Context: an optimization exercise on an open-source flow, tuned for small area and a short achievable clock period. The choices shown serve that exercise and are no tape-out recipe.
The RTL was checked by simulation tests, not by an equivalence proof against the original design.
Power is estimated from default activity; no workload was simulated.

==> inputs of run X <==
Design signedMultiplier, start of the top module:
module signedMultiplier
(
	input  logic          clk,
	input  logic          arstN,
	input  mulPkg::operandPairT   operands,
	output mulPkg::productResultT result
);
	logic [23:0] r0_a;
	logic [11:0] r0_neg, r0_one, r0_two;
	logic [5:0] valid;
	wire [23:0] mb = operands.multiplier;
	logic pp1;
	logic pp2;
	logic pp3;
	logic pp4;
	logic pp5;
	logic pp6;
	logic pp7;
	logic pp8;
	logic pp9;
	logic pp10;
	logic pp11;
	logic pp12;
	logic pp13;
	logic pp14;
	logic pp15;
	logic pp16;
	logic pp17;
	logic pp18;
	logic pp19;
	logic pp20;
	logic pp21;
	logic pp22;
	logic pp23;
	logic pp24;
	logic pp25;
	logic pp26;
	logic pp27;
	logic pp28;
	logic pp29;
	logic pp30;
	logic pp31;
	logic pp32;
	logic pp33;
	logic pp34;
	logic pp35;
	logic pp36;
	logic pp37;
	logic pp38;
	logic pp39;
	logic pp40;
	logic pp41;
	logic pp42;
	logic pp43;
	logic pp44;
	logic pp45;
	logic pp46;
	logic pp47;
	logic pp48;
	logic pp49;
	logic pp50;
	logic pp51;
	logic pp52;
	logic pp53;
	logic pp54;
	logic pp55;
	logic pp56;
	logic pp57;
	logic pp58;
	logic pp59;
	logic pp60;
	logic pp61;
	logic pp62;
	logic pp63;
	logic pp64;
	logic pp65;
	logic pp66;
	logic pp67;
	logic pp68;
	logic pp69;
	logic pp70;
	logic pp71;
	logic pp72;
	logic pp73;
	logic pp74;
	logic pp75;
	logic pp76;
	logic pp77;
	logic pp78;
	logic pp79;
	logic pp80;
	logic pp81;
	logic pp82;
	logic pp83;
	logic pp84;
	logic pp85;
	logic pp86;
	logic pp87;
	logic pp88;
	logic pp89;
	logic pp90;
	logic pp91;
	logic pp92;
	logic pp93;
	logic pp94;
  ...
Settings: LEC_CHECK=0, CAP_MARGIN=20, CORE_MARGIN=2, CORE_UTILIZATION=40, SETUP_SLACK_MARGIN=1.9, SLEW_MARGIN=20, SYNTH_HIERARCHICAL=1; clock period 4.0 ns.
run.sh (not shown) runs the stock make flow with config.mk's settings and CLKGATE_MAP_FILE= SYNTH_SCRIPT=/design/flow/synth_recipe.tcl, a recipe that flattens the netlist after the stock synthesis.
==> run C (differences from run X) <==
--- a/flow/config.mk
+++ b/flow/config.mk
@@ -9,5 +9,5 @@
 export CORE_MARGIN = 2
 export CORE_UTILIZATION = 40
-export SETUP_SLACK_MARGIN = 1.9
+export SETUP_SLACK_MARGIN = 1.8
 export SLEW_MARGIN = 20
 export SYNTH_HIERARCHICAL = 1
==> run G (differences from run X) <==
--- a/flow/config.mk
+++ b/flow/config.mk
@@ -8,6 +8,7 @@
 export CAP_MARGIN = 20
 export CORE_MARGIN = 2
-export CORE_UTILIZATION = 40
-export SETUP_SLACK_MARGIN = 1.9
+export CORE_UTILIZATION = 60
+export CTS_BUF_LIST = sky130_fd_sc_hd__clkbuf_4 sky130_fd_sc_hd__clkbuf_8
+export SETUP_SLACK_MARGIN = 1.75
 export SLEW_MARGIN = 20
 export SYNTH_HIERARCHICAL = 1
==> run B (differences from run X) <==
--- a/flow/config.mk
+++ b/flow/config.mk
@@ -9,5 +9,5 @@
 export CORE_MARGIN = 2
 export CORE_UTILIZATION = 40
-export SETUP_SLACK_MARGIN = 1.9
+export SETUP_SLACK_MARGIN = 2.0
 export SLEW_MARGIN = 20
 export SYNTH_HIERARCHICAL = 1
==> summary of the runs <==
Against run G, the worst setup slack of run B is better by 0.052 ns.
The lowest final area belongs to run G, the highest to run B.
In critical path depth, run B and run C do not differ.
Clock-buffer cell count: run B is higher than run C (6).


==> run a: inputs <==
signedMultiplier, a different RTL version from the one above (not shown whole).
==> flow/config.mk <==
export PLATFORM = sky130hd
export DESIGN_NAME = signedMultiplier
export DESIGN_NICKNAME = signedMultiplier
export VERILOG_FILES = /design/flow/design.v
export SDC_FILE = /design/flow/constraint.sdc
export NUM_CORES = 4
export LEC_CHECK = 0
export CAP_MARGIN = 20
export CORE_MARGIN = 2
export CORE_UTILIZATION = 55
export CTS_CLUSTER_DIAMETER = 90
export CTS_CLUSTER_SIZE = 25
export HOLD_SLACK_MARGIN = 0.1
export SETUP_SLACK_MARGIN = 2.0
export SLEW_MARGIN = 20
export SYNTH_HIERARCHICAL = 1
==> flow/constraint.sdc <==
create_clock -name core_clock -period 4.0 [get_ports {clk}]
set_input_delay 0.8000 -clock core_clock [delete_from_list [all_inputs] [get_ports {clk}]]
set_output_delay 0.8000 -clock core_clock [all_outputs]
set_load 0.01 [all_outputs]
standard.sh (not shown) runs the stock make flow with config.mk's settings and CLKGATE_MAP_FILE= SYNTH_SCRIPT=/design/flow/synth_recipe.tcl, a recipe that flattens the netlist after the stock synthesis.
==> flow/flow/run.sh <==
#!/bin/bash
# The standard layout (standard.sh), with plain buffers instead of delay
# cells on the ports; the whole ORFS run is logged to standard_flow.log.
set -euo pipefail
export BUFFER_PORTS_ARGS="-buffer_cell sky130_fd_sc_hd__buf_2"
bash standard.sh > standard_flow.log 2>&1
==> run b (differences from run a) <==
==> flow/run.sh (new file) <==
#!/bin/bash
# synth_recipe.tcl (not shown) runs the flow's synth.tcl, then flattens the netlist and writes it again
# the make line also repeats each setting of config.mk as NAME=value (left out here)
make -C /OpenROAD-flow-scripts/flow DESIGN_CONFIG=/design/flow/config.mk WORK_HOME=/design/flow/orfs CLKGATE_MAP_FILE= SYNTH_SCRIPT=/design/flow/synth_recipe.tcl finish
--- a/flow/config.mk
+++ b/flow/config.mk
@@ -9,6 +9,5 @@
 export CORE_MARGIN = 2
-export CORE_UTILIZATION = 55
+export CORE_UTILIZATION = 70
 export CTS_CLUSTER_DIAMETER = 90
 export CTS_CLUSTER_SIZE = 25
-export HOLD_SLACK_MARGIN = 0.1
 export SETUP_SLACK_MARGIN = 2.0
removed: flow/flow/run.sh
removed: flow/standard.sh
==> run c (differences from run a) <==
==> flow/run.sh (new file) <==
#!/bin/bash
# synth_recipe.tcl (not shown) runs the flow's synth.tcl, then flattens the netlist and writes it again
# the make line also repeats each setting of config.mk as NAME=value (left out here)
make -C /OpenROAD-flow-scripts/flow DESIGN_CONFIG=/design/flow/config.mk WORK_HOME=/design/flow/orfs CLKGATE_MAP_FILE= SYNTH_SCRIPT=/design/flow/synth_recipe.tcl finish
--- a/flow/config.mk
+++ b/flow/config.mk
@@ -9,6 +9,5 @@
 export CORE_MARGIN = 2
-export CORE_UTILIZATION = 55
-export CTS_CLUSTER_DIAMETER = 90
-export CTS_CLUSTER_SIZE = 25
-export HOLD_SLACK_MARGIN = 0.1
+export CORE_UTILIZATION = 40
+export CTS_CLUSTER_DIAMETER = 100
+export CTS_CLUSTER_SIZE = 30
 export SETUP_SLACK_MARGIN = 2.0
removed: flow/flow/run.sh
removed: flow/standard.sh
==> summary of the runs <==
- Run b finished with timing, DRC and antenna clean. Run a finished with timing, DRC and antenna clean. Run c finished clean.
- Sequential cell count is the same in run c and run a.
- In critical path depth, run c and run a do not differ.
- The lowest sequential share of layout area belongs to run c, the highest to run a.
- Sequential power: run c is smaller than run a (about 0.5%).
- In maximum frequency, run a and run b hardly differ.

static timing again, ports no longer ideal:
The flow's constraints put no driver on any port. The routed layouts listed below were extracted and timed again, unchanged, in two steps. Step 1: set_driving_cell puts a clkbuf_16 on clk and a buf_2 on each other input, an assumption about the parent block. Step 2 moves the port delays by t, midway between the first and last clock arrival at a register: inputs arrive t later, outputs are due t later. That takes back most of the time a late clock gives input paths. Slacks: no drivers / after step 1 / after step 2; pairs: no drivers / after step 1.
run | shift t [ns] | setup WS [ns] | worst setup path at the end | worst register clock-pin slew, ns | pins driven straight from the clock port
run X of note 1 | 0.651 | 1.803 / 1.803 / 1.803 | register to register | 0.07 / 0.07 | 1
run C of note 1 | 0.637 | 1.841 / 1.841 / 1.841 | register to register | 0.06 / 0.06 | 1
run G of note 1 | 0.682 | 1.725 / 1.725 / 1.725 | register to register | 0.07 / 0.07 | 1
run B of note 1 | 0.657 | 1.777 / 1.777 / 1.777 | register to register | 0.07 / 0.07 | 1
run a of note 2 | 0.654 | 2.007 / 2.007 / 2.007 | register to register | 0.10 / 0.10 | 1
run b of note 2 | 0.614 | 2.004 / 1.984 / 1.812 | input to register | 0.10 / 0.10 | 1
run c of note 2 | 0.637 | 1.982 / 1.982 / 1.796 | input to register | 0.12 / 0.12 | 1
After both steps setup and hold are still met in every run listed. For run b of note 2, which loses most, drivers alone change the setup slack by -0.020 ns; drivers and shift together by -0.192 ns.
